Source: an optimization exercise on an open RTL-to-GDS flow (aim: small area, a short achievable clock period and few clock cycles per item). Production flows keep margins and buffers that such runs may drop. In this exercise RTL edits were held to simulation tests only and were not proved equivalent to the original. No activity file was given, so power comes from the tool's default toggle rates.

Setup of build 42:
==> flow/design.v (excerpt) <==
module key_value_table
(
    input  logic        i_clk,
    input  logic        i_rst_n,
    input  logic        i_s_axis_tvalid,
    output logic        o_s_axis_tready,
    input  logic [63:0] i_s_axis_tdata,    
    input  logic [1:0]  i_s_axis_tuser,    
    output logic        o_m_axis_tvalid,
    input  logic        i_m_axis_tready,
    output logic [31:0] o_m_axis_tdata,    
    output logic [1:0]  o_m_axis_tuser     
);
Size in the first run: roughly 110 I/O pins, ~46000 µm² of cells after synthesis.
Settings: LEC_CHECK=0, CAP_MARGIN=20, CORE_MARGIN=2, CORE_UTILIZATION=50, CTS_CLUSTER_DIAMETER=100, CTS_CLUSTER_SIZE=25, SETUP_SLACK_MARGIN=2.0, SLEW_MARGIN=20, TNS_END_PERCENT=5; clock period 4.0 ns.
standard.sh (not shown) runs the stock make flow with config.mk's settings and CLKGATE_MAP_FILE= SYNTH_SCRIPT=/design/flow/synth_recipe.tcl, a recipe that flattens the netlist after the stock synthesis.
==> flow/flow/run.sh <==
#!/bin/bash
# The standard layout (standard.sh: the ORFS flow and its standard
# synthesis, unchanged) with one difference: the port buffers that ORFS adds
# before global placement are sky130_fd_sc_hd__buf_4 instead of the default
# delay cell, so every input and output still has its own buffer.
set -euo pipefail
export BUFFER_PORTS_ARGS="-buffer_cell sky130_fd_sc_hd__buf_4"
bash standard.sh > standard_flow.log 2>&1
Testbench counts of build 42, summed over its fixed seeds: cycles 9,616, items 9,600.
Input changes introduced in build 24 (baseline for comparison: build 42):
diff --git a/flow/flow/run.sh b/flow/flow/run.sh
--- a/flow/flow/run.sh
+++ b/flow/flow/run.sh
@@ -4 +4 @@
-# before global placement are sky130_fd_sc_hd__buf_4 instead of the default
+# before global placement are sky130_fd_sc_hd__buf_2 instead of the default
@@ -7 +7 @@
-export BUFFER_PORTS_ARGS="-buffer_cell sky130_fd_sc_hd__buf_4"
+export BUFFER_PORTS_ARGS="-buffer_cell sky130_fd_sc_hd__buf_2"
diff --git a/flow/config.mk b/flow/config.mk
--- a/flow/config.mk
+++ b/flow/config.mk
@@ -10 +10 @@
-export CORE_UTILIZATION = 50
+export CORE_UTILIZATION = 40
@@ -12,0 +13 @@
+export PLACE_DENSITY = 0.8
## What came out
- r_match[14]$_DFFE_PN_ as the capture point of the critical path was reported by build 24, and r_match[7]$_DFFE_PN_ by build 42.
- Looking only at die area, and setting everything else aside, the higher value of build 42 and build 24 goes to build 24.
- When build 24 is measured against build 42, its area after detailed placement turns out 0.40% higher.
- Maximum clock frequency: build 24 higher than build 42
diff inputs: build 24 => build 7
diff --git a/flow/flow/run.sh b/flow/flow/run.sh
--- a/flow/flow/run.sh
+++ b/flow/flow/run.sh
@@ -4 +4 @@
-# before global placement are sky130_fd_sc_hd__buf_2 instead of the default
+# before global placement are sky130_fd_sc_hd__buf_4 instead of the default
@@ -7 +7 @@
-export BUFFER_PORTS_ARGS="-buffer_cell sky130_fd_sc_hd__buf_2"
+export BUFFER_PORTS_ARGS="-buffer_cell sky130_fd_sc_hd__buf_4"
diff --git a/flow/config.mk b/flow/config.mk
--- a/flow/config.mk
+++ b/flow/config.mk
@@ -13 +12,0 @@
-export PLACE_DENSITY = 0.8
Notes after the runs:
| core utilization of the finished layout | lower: build 7 |
Capturing element of the worst setup path: r_match[14]$_DFFE_PN_ -> build 24, r_match[13]$_DFFE_PN_ -> build 7
Looking at build 7 and build 24, the clock slew at the register clock pins of the worst setup and hold paths is a wash.
Summary of build 7 over build 24: cell count after placement shows a reduction of 0.45%; post-route fraction of the period consumed by the critical path shows a reduction of 1.8 points; power shows a reduction of 130 µW.
STATUS cell area: build 7 wins against build 24
Looking at build 7 and build 24, the switching share of power is a wash.
Routed wire length | build 7 above build 24
Here is what was changed in the inputs of build 31 compared with build 7.
diff --git a/flow/config.mk b/flow/config.mk
--- a/flow/config.mk
+++ b/flow/config.mk
@@ -15 +15 @@
-export TNS_END_PERCENT = 5
+export TNS_END_PERCENT = 10
- Non-clock buffer count delta for build 31 relative to build 7: 6 higher
- As far as mean instance size in the synthesized netlist goes, build 7 and build 31 are indistinguishable; the numbers are identical.
- Per the comparison of build 31 with build 7, post-route standard cell area excluding fillers about even; utilization of the core after routing about even; total wire length after detailed routing about even; transition at the pin with the smallest max-transition slack rose 0.028 ns; net load switching power about even.
- Compared build 31 against build 7; met1 global-route usage within noise.
- Build 31 vs build 7, area growth from synthesis to final layout went up by 0.23 points.
For build 58, these inputs were changed with respect to build 31:
diff --git a/flow/flow/run.sh b/flow/flow/run.sh
--- a/flow/flow/run.sh
+++ b/flow/flow/run.sh
@@ -4 +4 @@
-# before global placement are sky130_fd_sc_hd__buf_4 instead of the default
+# before global placement are sky130_fd_sc_hd__buf_2 instead of the default
@@ -7 +7 @@
-export BUFFER_PORTS_ARGS="-buffer_cell sky130_fd_sc_hd__buf_4"
+export BUFFER_PORTS_ARGS="-buffer_cell sky130_fd_sc_hd__buf_2"
diff --git a/flow/config.mk b/flow/config.mk
--- a/flow/config.mk
+++ b/flow/config.mk
@@ -15 +15 @@
-export TNS_END_PERCENT = 10
+export TNS_END_PERCENT = 5
==> summary.txt <==
Of build 31 and build 58, build 31 shows the higher first-pass iteration count of the detailed router, with build 58 below it. The first-pass GRT wire length was comparable across build 31 and build 58. Per the comparison of build 58 with build 31, worst setup slack saw a decrease, delay of the slowest cell on the worst path saw an increase, power density over the cells saw an increase. Build 58 — required time reported for the critical path endpoint 0.06 ns lower, build 31 as reference. Build 31 has lower sequential share of cell area than build 58.

* * *

key_value_table, a different RTL version from the one above (not shown whole).
For scale: ~2,700 cells after synthesis, about 1,200 flip-flops, ~110 I/O pins.
Settings: LEC_CHECK=0, CAP_MARGIN=20, CORE_MARGIN=2, CORE_UTILIZATION=40, CTS_CLUSTER_DIAMETER=80, CTS_CLUSTER_SIZE=20, SETUP_SLACK_MARGIN=2.0, SLEW_MARGIN=20, TNS_END_PERCENT=5; clock period 4.0 ns.
==> flow/flow/run.sh <==
#!/bin/bash
# The standard layout (standard.sh: the ORFS flow and its standard
# synthesis, unchanged) with one difference: the port buffers that ORFS adds
# before global placement are sky130_fd_sc_hd__buf_2 instead of the default
# delay cell, so every input and output still has its own buffer.
set -euo pipefail
export BUFFER_PORTS_ARGS="-buffer_cell sky130_fd_sc_hd__buf_2"
bash standard.sh > standard_flow.log 2>&1
The baseline finished with timing, DRC and antenna clean.
Testbench counts at the start, summed over its fixed seeds: cycles 9,616, items 9,600.
Next try:
Settings changed: CTS_CLUSTER_DIAMETER 80 to 100, CTS_CLUSTER_SIZE 20 to 25, SETUP_SLACK_MARGIN 2.0 to 2.3.
The new run finished with timing, DRC and antenna clean.
Area after synthesis does not change.
First-iteration DRC count falls by 6.4%.
Hold slack loses 0.057 ns.
Design area went up by 0.37%.
Worst setup slack gains 0.016 ns.
Sequential share of layout area falls by 0.25 points.
Total power shrinks by 4.4%.

* * *

Setup of run A:
key_value_table again, from the RTL that the note above started with.
clock: 4.0 ns
lec_check: 0
cap_margin: 20
core_margin: 2
core_utilization: 40
cts_cluster_diameter: 100
cts_cluster_size: 25
setup_slack_margin: 2.0
slew_margin: 20
tns_end_percent: 20
Scripts as last shown in full above: flow/flow/run.sh
Testbench counts of run A, summed over its fixed seeds: cycles 9,616, items 9,600.
Edits applied to the flow inputs when going from run A to run B:
Settings: changing TNS_END_PERCENT from 20 to 5; setting ABC_AREA to 1 for the first time.
==> summary.txt <==
Result for run A and run B: all clean. Lower sequential area share after synthesis was reported by run B, not run A. From run A to run B the numbers moved as follows: count of buffers inserted at the top-level ports held; area added between synthesis and finish went up 1.2 points.
Edits applied to the flow inputs when going from run B to run C:
Settings: removing ABC_AREA (formerly 1).
==> flow/flow/run.sh <==
#!/bin/bash
# The standard layout (standard.sh: the ORFS flow and its standard
# synthesis, unchanged) with one difference: the port buffers that ORFS adds
# before global placement are sky130_fd_sc_hd__buf_4 instead of the default
# delay cell, so every input and output still has its own buffer.
set -euo pipefail
export BUFFER_PORTS_ARGS="-buffer_cell sky130_fd_sc_hd__buf_4"
bash standard.sh > standard_flow.log 2>&1
### Flow results
No run among run C and run B stopped early or left any final violation; all are clean. Run C ends up with a fill cell total of the finished layout that is about 3.5% lower than in run B. From run B to run C the numbers moved as follows: buffering stage count on the worst path with inverters included went up 2; total net switching power went down 300 uW; largest net degree at the start of global routing went up 28; power went down 1.4%. Of run C and run B, the run reporting the lower die area was run C. Detailed-route wire length for run C: 12% down relative to run B. Run C against run B: post-route cell area decreased about 3.7%; critical path depth increased 6.

* * *

key_value_table, a different RTL version from the one above (not shown whole).
Size in the first run: ~1,200 flip-flops, ~110 I/O pins, ~0.046 mm2 of cells after synthesis.
==> flow/config.mk <==
export PLATFORM = sky130hd
export DESIGN_NAME = key_value_table
export DESIGN_NICKNAME = key_value_table
export VERILOG_FILES = /design/flow/design.v
export SDC_FILE = /design/flow/constraint.sdc
export NUM_CORES = 4
export LEC_CHECK = 0
export CAP_MARGIN = 20
export CORE_MARGIN = 2
export CORE_UTILIZATION = 50
export CTS_CLUSTER_DIAMETER = 100
export CTS_CLUSTER_SIZE = 25
export SETUP_SLACK_MARGIN = 2.0
export SLEW_MARGIN = 20
export TNS_END_PERCENT = 5
==> flow/constraint.sdc <==
create_clock -name core_clock -period 4.0 [get_ports {i_clk}]
set_input_delay 0.8000 -clock core_clock [delete_from_list [all_inputs] [get_ports {i_clk}]]
set_output_delay 0.8000 -clock core_clock [all_outputs]
set_load 0.01 [all_outputs]
run.sh (not shown) runs the stock make flow with config.mk's settings and CLKGATE_MAP_FILE= SYNTH_SCRIPT=/design/flow/synth_recipe.tcl, a recipe that flattens the netlist after the stock synthesis.
Stock flow here: none of the scripts above is used.
Testbench counts at the start, summed over its fixed seeds: cycles 9,616, items 9,600.
Change:
Settings changed: CORE_UTILIZATION 50 to 40, SETUP_SLACK_MARGIN 2.0 to 1.7.
After rerunning:
- The new run completed without violations
- core utilization decreases by 13 points
- hold slack is about the same
- count of clock-buffer cells in the layout came out lower by 1
- worst setup slack loses 140 ps
- cell count came out higher by 6.7%
- power hardly moves
- global-route usage goes down by 6.3 points
- non-clock buffer count shrinks by 60
- final area fell by 1.1%
- sequential share of layout area came out higher by 0.71 points
Change:
==> flow/flow/run.sh (new file) <==
#!/bin/bash
# The standard layout (standard.sh: the ORFS flow and its standard
# synthesis, unchanged) with one difference: the port buffers that ORFS adds
# before global placement are sky130_fd_sc_hd__buf_2 instead of the default
# delay cell, so every input and output still has its own buffer.
set -euo pipefail
export BUFFER_PORTS_ARGS="-buffer_cell sky130_fd_sc_hd__buf_2"
bash standard.sh > standard_flow.log 2>&1
==> flow/standard.sh (new file) <==
#!/bin/bash
# synth_recipe.tcl (not shown) runs the flow's synth.tcl, then flattens the netlist and writes it again
# the make line also repeats each setting of config.mk as NAME=value (left out here)
make -C /OpenROAD-flow-scripts/flow DESIGN_CONFIG=/design/flow/config.mk WORK_HOME=/design/flow/orfs CLKGATE_MAP_FILE= SYNTH_SCRIPT=/design/flow/synth_recipe.tcl "${@:-finish}"
Settings changed: SETUP_SLACK_MARGIN 1.7 to 2.0.
removed: flow/run.sh
Worst setup slack is better by 200 ps.
Routed wire length rose slightly.
Cell count drops slightly.
Total power barely changes.
Critical path depth is lower by 1.
First-iteration DRC count goes down by roughly a tenth.
Synthesized area stays the same.
Change:
==> flow/run.sh (new file) <==
#!/bin/bash
# synth_recipe.tcl (not shown) runs the flow's synth.tcl, then flattens the netlist and writes it again
# the make line also repeats each setting of config.mk as NAME=value (left out here)
make -C /OpenROAD-flow-scripts/flow DESIGN_CONFIG=/design/flow/config.mk WORK_HOME=/design/flow/orfs CLKGATE_MAP_FILE= SYNTH_SCRIPT=/design/flow/synth_recipe.tcl finish
Settings changed: CTS_CLUSTER_SIZE 25 to 30.
removed: flow/flow/run.sh
removed: flow/standard.sh
Outcome:
- core utilization increases by 1.0 points
- fmax fell by 2.4%
- cell count grows by 0.97%
- setup slack loses 57 ps
- clock power shrinks by 6.1%
- worst hold slack gains 210 ps

* * *

key_value_table, a different RTL version from the one above (not shown whole).
Size: ~2,300 cells after synthesis, about 110 I/O pins, about 42,000 um2 of cells after synthesis.
// key_value_table
module key_value_table
(
    input  logic        i_clk,
    input  logic        i_rst_n,
    input  logic        i_s_axis_tvalid,
    output logic        o_s_axis_tready,
    input  logic [63:0] i_s_axis_tdata,    
    input  logic [1:0]  i_s_axis_tuser,    
    output logic        o_m_axis_tvalid,
    input  logic        i_m_axis_tready,
    output logic [31:0] o_m_axis_tdata,    
    output logic [1:0]  o_m_axis_tuser     
);
Settings: LEC_CHECK=0, CAP_MARGIN=20, CORE_MARGIN=2, CORE_UTILIZATION=40, SETUP_SLACK_MARGIN=2.0, SLEW_MARGIN=20; clock period 4.0 ns.
Stock flow here: none of the scripts above is used.
The starting point completed with no timing, DRC or antenna violations.
Testbench counts at the start, summed over its fixed seeds: cycles 9,608, items 9,600.
Edit:
- SETUP_SLACK_MARGIN: 2.0 -> default
Effect:
- The changed run passed the timing, design-rule and antenna checks
- combinational power fell by 32%
- setup slack gets worse by 520 ps
- fmax fell by 16%
- area after synthesis is unchanged
- global-route usage fell by 5.4 points
- total power fell by 2.1%
- core utilization fell by 7.2 points
- final area fell by 13%

## what the ideal ports hide
In the flow no input, the clock included, has a driving cell. The finished layouts below were timed again as built, in two steps.
Step 1 (the two cells are an assumption about what drives the block):
set clk [get_ports {i_clk}]
set_driving_cell -lib_cell sky130_fd_sc_hd__clkbuf_16 $clk
set_driving_cell -lib_cell sky130_fd_sc_hd__buf_2 [delete_from_list [all_inputs] $clk]
Step 2 adds t to the input delays and takes it off the output delays; t is the mean of the earliest and latest rising clock arrival at the registers after step 1. Input paths then give back, and output paths get back, about the clock's delay inside the block.
Three values: ideal, step 1, step 2; two values: the first two.
| run | t, ns | slack for setup (ns) | hold WS [ns] |
|---|---|---|---|
| build 42 | 0.748 | 1.721 / 1.658 / 0.910 | 0.288 / 0.242 / 0.468 |
| build 24 | 0.733 | 1.744 / 1.744 / 1.063 | 0.282 / 0.241 / 0.469 |
| build 7 | 0.744 | 1.814 / 1.816 / 1.105 | 0.286 / 0.245 / 0.467 |
| build 31 | 0.741 | 1.836 / 1.836 / 1.141 | 0.292 / 0.250 / 0.467 |
| build 58 | 0.758 | 1.778 / 1.797 / 1.072 | 0.289 / 0.242 / 0.467 |
| the first run of note 2 | 0.722 | 1.758 / 1.766 / 1.081 | 0.316 / 0.270 / 0.458 |
| the second run of note 2 | 0.753 | 1.775 / 1.727 / 1.057 | 0.259 / 0.217 / 0.465 |
| run A | 0.762 | 1.703 / 1.703 / 1.104 | 0.269 / 0.228 / 0.463 |
| run B | 0.762 | 1.787 / 1.714 / 1.051 | 0.271 / 0.222 / 0.457 |
| run C | 0.744 | 1.727 / 1.727 / 1.098 | 0.277 / 0.239 / 0.466 |
| the first run of note 4 | 0.704 | 1.607 / 1.613 / 0.936 | 0.463 / 0.463 / 0.463 |
| the second run of note 4 | 0.747 | 1.470 / 1.510 / 0.763 | 0.463 / 0.463 / 0.463 |
| the third run of note 4 | 0.756 | 1.666 / 1.707 / 0.951 | 0.253 / 0.211 / 0.465 |
| the fourth run of note 4 | 0.738 | 1.609 / 1.609 / 0.928 | 0.466 / 0.466 / 0.466 |
| the first run of note 5 | 0.772 | 1.301 / 1.319 / 0.546 | 0.333 / 0.304 / 0.587 |
| the second run of note 5 | 0.766 | 0.784 / 0.828 / 0.062 | 0.488 / 0.436 / 0.586 |
After both steps setup and hold are still met in every run listed. For build 42, which loses most, drivers alone change the setup slack by -0.063 ns; drivers and shift together by -0.811 ns.
